Context: an optimization exercise on an open-source flow, tuned for small area, a short achievable clock period and few clock cycles. The choices shown serve that exercise and are no tape-out recipe.
The RTL was checked by simulation tests, not by an equivalence proof against the original design.

==> inputs of run a <==
Design hash64_multiply_mix_64bit_words_top, start of the top module:
module hash64_multiply_mix_64bit_words_top (
   input  wire logic        clock,
   input  wire logic        reset,
   input  wire logic        req_valid,
   output logic             req_stall,
   input  wire logic [63:0] req_key_word,
   input  wire logic [3:0]  req_word_bytes,
   input  wire logic        req_last_word,
   input  wire logic [30:0] req_total_length,
   output logic             rsp_valid,
   input  wire logic        rsp_stall,
   output logic [63:0]      rsp_hash_value,
   input  wire logic        csr_valid,
   output logic             csr_ready,
   input  wire logic [31:0] csr_hash_seed
);
   localparam logic [1:0] TA_NONE = 2'd0;
   localparam logic [1:0] TA_FULL = 2'd1;    
   localparam logic [1:0] TA_PART = 2'd2;    
   localparam logic [2:0] TB_NONE  = 3'd0;
   localparam logic [2:0] TB_K2    = 3'd1;
   localparam logic [2:0] TB_LFULL = 3'd2;   
   localparam logic [2:0] TB_LPART = 3'd3;   
   localparam logic [2:0] TB_LEMPT = 3'd4;   
   localparam logic [1:0] TC_NONE = 2'd0;
  ...
make LEC_CHECK=0 CAP_MARGIN=20 CORE_MARGIN=2 CORE_UTILIZATION=40 SETUP_SLACK_MARGIN=5 SLEW_MARGIN=20 SYNTH_HIERARCHICAL=1 finish   # period 12.0 ns
run.sh (not shown) runs the stock make flow with config.mk's settings and CLKGATE_MAP_FILE= SYNTH_SCRIPT=/design/flow/synth_recipe.tcl, a recipe that flattens the netlist after the stock synthesis.
==> inputs of run b, as changes to run a <==
--- a/flow/design.v
+++ b/flow/design.v
@@ -1,12 +1,11 @@
 `timescale 1ns / 1ps
 `default_nettype none
 module h64mix_mul (
    input  wire logic [63:0] operand,
-   output logic      [63:0] product,
-   output logic      [63:0] product_mixed
+   output logic      [63:0] product
 );
    wire c1 = operand[50] ^ operand[48];
    wire c2 = operand[50] & operand[48];
    wire c3, c4;
    h64mix_fa u_c3 (.a(operand[51]), .b(operand[49]), .c(operand[47]), .s(c3), .co(c4));
    wire c5, c6;
@@ -1803,76 +1802,12 @@
    assign product[58] = p0[58] ^ pg186;
    assign product[59] = p0[59] ^ pg187;
    assign product[60] = p0[60] ^ pg188;
    assign product[61] = p0[61] ^ pg189;
    assign product[62] = p0[62] ^ pg190;
    assign product[63] = p0[63] ^ pg191;
-   assign product_mixed[0] = (product[0] ^ p0[47]) ^ pg175;
-   assign product_mixed[1] = (product[1] ^ p0[48]) ^ pg176;
-   assign product_mixed[2] = (product[2] ^ p0[49]) ^ pg177;
-   assign product_mixed[3] = (product[3] ^ p0[50]) ^ pg178;
-   assign product_mixed[4] = (product[4] ^ p0[51]) ^ pg179;
-   assign product_mixed[5] = (product[5] ^ p0[52]) ^ pg180;
-   assign product_mixed[6] = (product[6] ^ p0[53]) ^ pg181;
-   assign product_mixed[7] = (product[7] ^ p0[54]) ^ pg182;
-   assign product_mixed[8] = (product[8] ^ p0[55]) ^ pg183;
-   assign product_mixed[9] = (product[9] ^ p0[56]) ^ pg184;
-   assign product_mixed[10] = (product[10] ^ p0[57]) ^ pg185;
-   assign product_mixed[11] = (product[11] ^ p0[58]) ^ pg186;
-   assign product_mixed[12] = (product[12] ^ p0[59]) ^ pg187;
-   assign product_mixed[13] = (product[13] ^ p0[60]) ^ pg188;
-   assign product_mixed[14] = (product[14] ^ p0[61]) ^ pg189;
-   assign product_mixed[15] = (product[15] ^ p0[62]) ^ pg190;
-   assign product_mixed[16] = (product[16] ^ p0[63]) ^ pg191;
-   assign product_mixed[17] = product[17];
-   assign product_mixed[18] = product[18];
-   assign product_mixed[19] = product[19];
-   assign product_mixed[20] = product[20];
-   assign product_mixed[21] = product[21];
-   assign product_mixed[22] = product[22];
-   assign product_mixed[23] = product[23];
-   assign product_mixed[24] = product[24];
-   assign product_mixed[25] = product[25];
-   assign product_mixed[26] = product[26];
-   assign product_mixed[27] = product[27];
-   assign product_mixed[28] = product[28];
-   assign product_mixed[29] = product[29];
-   assign product_mixed[30] = product[30];
-   assign product_mixed[31] = product[31];
-   assign product_mixed[32] = product[32];
-   assign product_mixed[33] = product[33];
-   assign product_mixed[34] = product[34];
-   assign product_mixed[35] = product[35];
-   assign product_mixed[36] = product[36];
-   assign product_mixed[37] = product[37];
-   assign product_mixed[38] = product[38];
-   assign product_mixed[39] = product[39];
-   assign product_mixed[40] = product[40];
-   assign product_mixed[41] = product[41];
-   assign product_mixed[42] = product[42];
-   assign product_mixed[43] = product[43];
-   assign product_mixed[44] = product[44];
-   assign product_mixed[45] = product[45];
-   assign product_mixed[46] = product[46];
-   assign product_mixed[47] = product[47];
-   assign product_mixed[48] = product[48];
-   assign product_mixed[49] = product[49];
-   assign product_mixed[50] = product[50];
-   assign product_mixed[51] = product[51];
-   assign product_mixed[52] = product[52];
-   assign product_mixed[53] = product[53];
-   assign product_mixed[54] = product[54];
-   assign product_mixed[55] = product[55];
-   assign product_mixed[56] = product[56];
-   assign product_mixed[57] = product[57];
-   assign product_mixed[58] = product[58];
-   assign product_mixed[59] = product[59];
-   assign product_mixed[60] = product[60];
-   assign product_mixed[61] = product[61];
-   assign product_mixed[62] = product[62];
-   assign product_mixed[63] = product[63];
 endmodule
 module h64mix_fa (
    input  wire logic a,
    input  wire logic b,
    input  wire logic c,
    output logic      s,
@@ -1918,17 +1853,19 @@
    logic        tb_first_ff, tb_last_ff;
    logic [1:0]  tc_ff;
    logic        key_open_ff;
    logic [63:0] xa_ff, xb_ff, xc_ff, hash_ff;
    logic [31:0] seed_ff;
    logic        rsp_valid_ff;
-   logic [63:0] pa, pb, pc;             
-   logic [63:0] pa_m, pb_m, pc_m;       
-   h64mix_mul u_mul_a (.operand (xa_ff), .product (pa), .product_mixed (pa_m));
-   h64mix_mul u_mul_b (.operand (xb_ff), .product (pb), .product_mixed (pb_m));
-   h64mix_mul u_mul_c (.operand (xc_ff), .product (pc), .product_mixed (pc_m));
+   logic [63:0] pa, pb, pc;
+   h64mix_mul u_mul_a (.operand (xa_ff), .product (pa));
+   h64mix_mul u_mul_b (.operand (xb_ff), .product (pb));
+   h64mix_mul u_mul_c (.operand (xc_ff), .product (pc));
+   function automatic logic [63:0] mix(input logic [63:0] v);
+      mix = v ^ (v >> 47);
+   endfunction
    logic [3:0]  nb;
    logic [63:0] mw;
    logic        w_full, w_empty, w_ends;
    assign nb      = (req_word_bytes > 4'd8) ? 4'd8 : req_word_bytes;
    assign w_full  = (nb == 4'd8);
    assign w_empty = (nb == 4'd0);
@@ -1978,13 +1915,13 @@
             ta_in = TA_PART;
          end
       end
       tb_in       = TB_NONE;
       tb_first_in = ta_first_ff;
       tb_last_in  = ta_last_ff;
-      xb_in       = pa_m;
+      xb_in       = mix(pa);
       if (ta_ff == TA_FULL) begin
          tb_in = TB_K2;
       end else if (take && !key_open_ff) begin
          xb_in = 64'(req_total_length);
          tb_in = w_full ? TB_LFULL : (w_empty ? TB_LEMPT : TB_LPART);
       end
@@ -1994,19 +1931,19 @@
          xc_in = (tb_first_ff ? hash_ff : pc) ^ pb;
          tc_in = (tb_last_ff || end_mark) ? TC_HEND : TC_H;
       end else if (tb_ff == TB_LPART) begin
          xc_in = 64'(seed_ff) ^ pb ^ xa_ff;
          tc_in = TC_HEND;
       end else if (tb_ff == TB_LEMPT) begin
-         xc_in = 64'(seed_ff) ^ pb_m;    
+         xc_in = mix(64'(seed_ff) ^ pb);
          tc_in = TC_RES;
       end else if (ta_ff == TA_PART) begin
          xc_in = pc ^ xa_ff;
          tc_in = TC_HEND;
       end else if (tc_ff == TC_HEND) begin
-         xc_in = pc_m;
+         xc_in = mix(pc);
          tc_in = TC_RES;
       end else if (tc_ff == TC_RES) begin
          tc_in = TC_NONE;
       end else if (end_mark) begin
          tc_in = TC_HEND;
       end
@@ -2040,13 +1977,13 @@
          tb_first_ff <= tb_first_in;
          tb_last_ff  <= tb_last_in;
          xa_ff       <= mw;
          xb_ff       <= xb_in;
          xc_ff       <= xc_in;
          if (produce) begin
-            hash_ff <= pc_m;
+            hash_ff <= mix(pc);
          end else if (tb_ff == TB_LFULL) begin
             hash_ff <= 64'(seed_ff) ^ pb;
          end
       end
    end
    assign csr_ready      = 1'b1;
==> inputs of run c, as changes to run a <==
Settings changed: CTS_BUF_LIST set to sky130_fd_sc_hd__clkbuf_8.
==> run notes <==
quantity                                                                          run a                      run c                       run b
Number of standard-cell rows in the floorplan                                       153                        153                         152
Achievable Freq                                                               0.143 GHz                  0.143 GHz                   0.145 GHz
End of the critical path                                                      req_stall                  xc_ff[56]                   xc_ff[61]
Clock buffer and inverter area fraction after layout                             0.0175                     0.0150                      0.0183
Placeable core region                                                        174000 um2                 174000 um2                  171000 um2
Via count of the routed design                                                    44857                      44969                       45952
Post-layout util                                                                  0.451                      0.449                       0.462
Die Y-Extent                                                                     423 um                     423 um                      419 um
Tap cell count                                                                     2325                       2325                        2310
Worst path buffer plus inverter count                                                 4                          1                           2
Worst path depth                                                                      6                         20                          22
Synth Cell Area                                                               70200 um2                  70200 um2                   69000 um2
Cell at the slowest stage of the critical path         sky130_fd_sc_hd__clkdlybuf4s50_1      sky130_fd_sc_hd__fa_1       sky130_fd_sc_hd__fa_1
First-pass iteration count of the detailed router                                     5                          5                           7
Source of the critical timing path                                    req_word_bytes[3]                  xc_ff[51]                   xc_ff[51]
Slack of the worst reg-to-reg path                                              5100 ps                    5020 ps                     5100 ps
Run status                                                     timing/DRC/antenna clean   timing/DRC/antenna clean    timing/DRC/antenna clean
Share of post-route cells with drive strength above 1                            0.0994                      0.102                       0.101
Crit path DAT                                                                   4570 ps                    7440 ps                     7280 ps
Non-clock buffer area fraction after layout                                      0.0610                     0.0613                      0.0697
Critical Path Most Common Cell                         sky130_fd_sc_hd__clkdlybuf4s50_1      sky130_fd_sc_hd__fa_1       sky130_fd_sc_hd__fa_1
CTS Buf Count                                                                        39                         58                          42
Placed instance area                                                          74800 um2                  74800 um2                   74700 um2
Met2 Usage GRT                                                                    0.439                      0.444                       0.447
Antenna violations before repair                                                      6                          4                           5
Root buffer selected by CTS                                  sky130_fd_sc_hd__clkbuf_16  sky130_fd_sc_hd__clkbuf_8  sky130_fd_sc_hd__clkbuf_16
Testbench counts of run a, summed over its fixed seeds: cycles 9,166.
Testbench counts of run b, summed over its fixed seeds: cycles 9,166.
Testbench counts of run c, summed over its fixed seeds: cycles 9,166.

## separate check: timing with driven ports
The flow's constraints put no driver on any port. The routed layouts listed below were extracted and timed again, unchanged, in two steps.
Step 1 assumes that a clkbuf_16 drives the clock port and a buf_2 every other input.
Step 2 moves the port delays by t, midway between the first and last clock arrival at a register: inputs arrive t later, outputs are due t later. That takes back most of the time a late clock gives input paths.
Slacks: no drivers / after step 1 / after step 2; pairs: no drivers / after step 1.
run | t (ns) | setup WS [ns] | hold WS [ns] | latest minus earliest clock arrival (ns)
run a | 0.702 | 5.030 / 5.006 / 5.006 | 0.435 / 0.435 / 0.435 | 0.068 / 0.068
run b | 0.692 | 5.095 / 5.095 / 5.095 | 0.419 / 0.419 / 0.419 | 0.065 / 0.065
run c | 0.830 | 5.021 / 5.021 / 5.021 | 0.437 / 0.437 / 0.437 | 0.071 / 0.072
After both steps every run listed still meets setup and hold. The setup slack of run a, which loses most, moves by -0.024 ns with the drivers and by -0.024 ns with both steps.
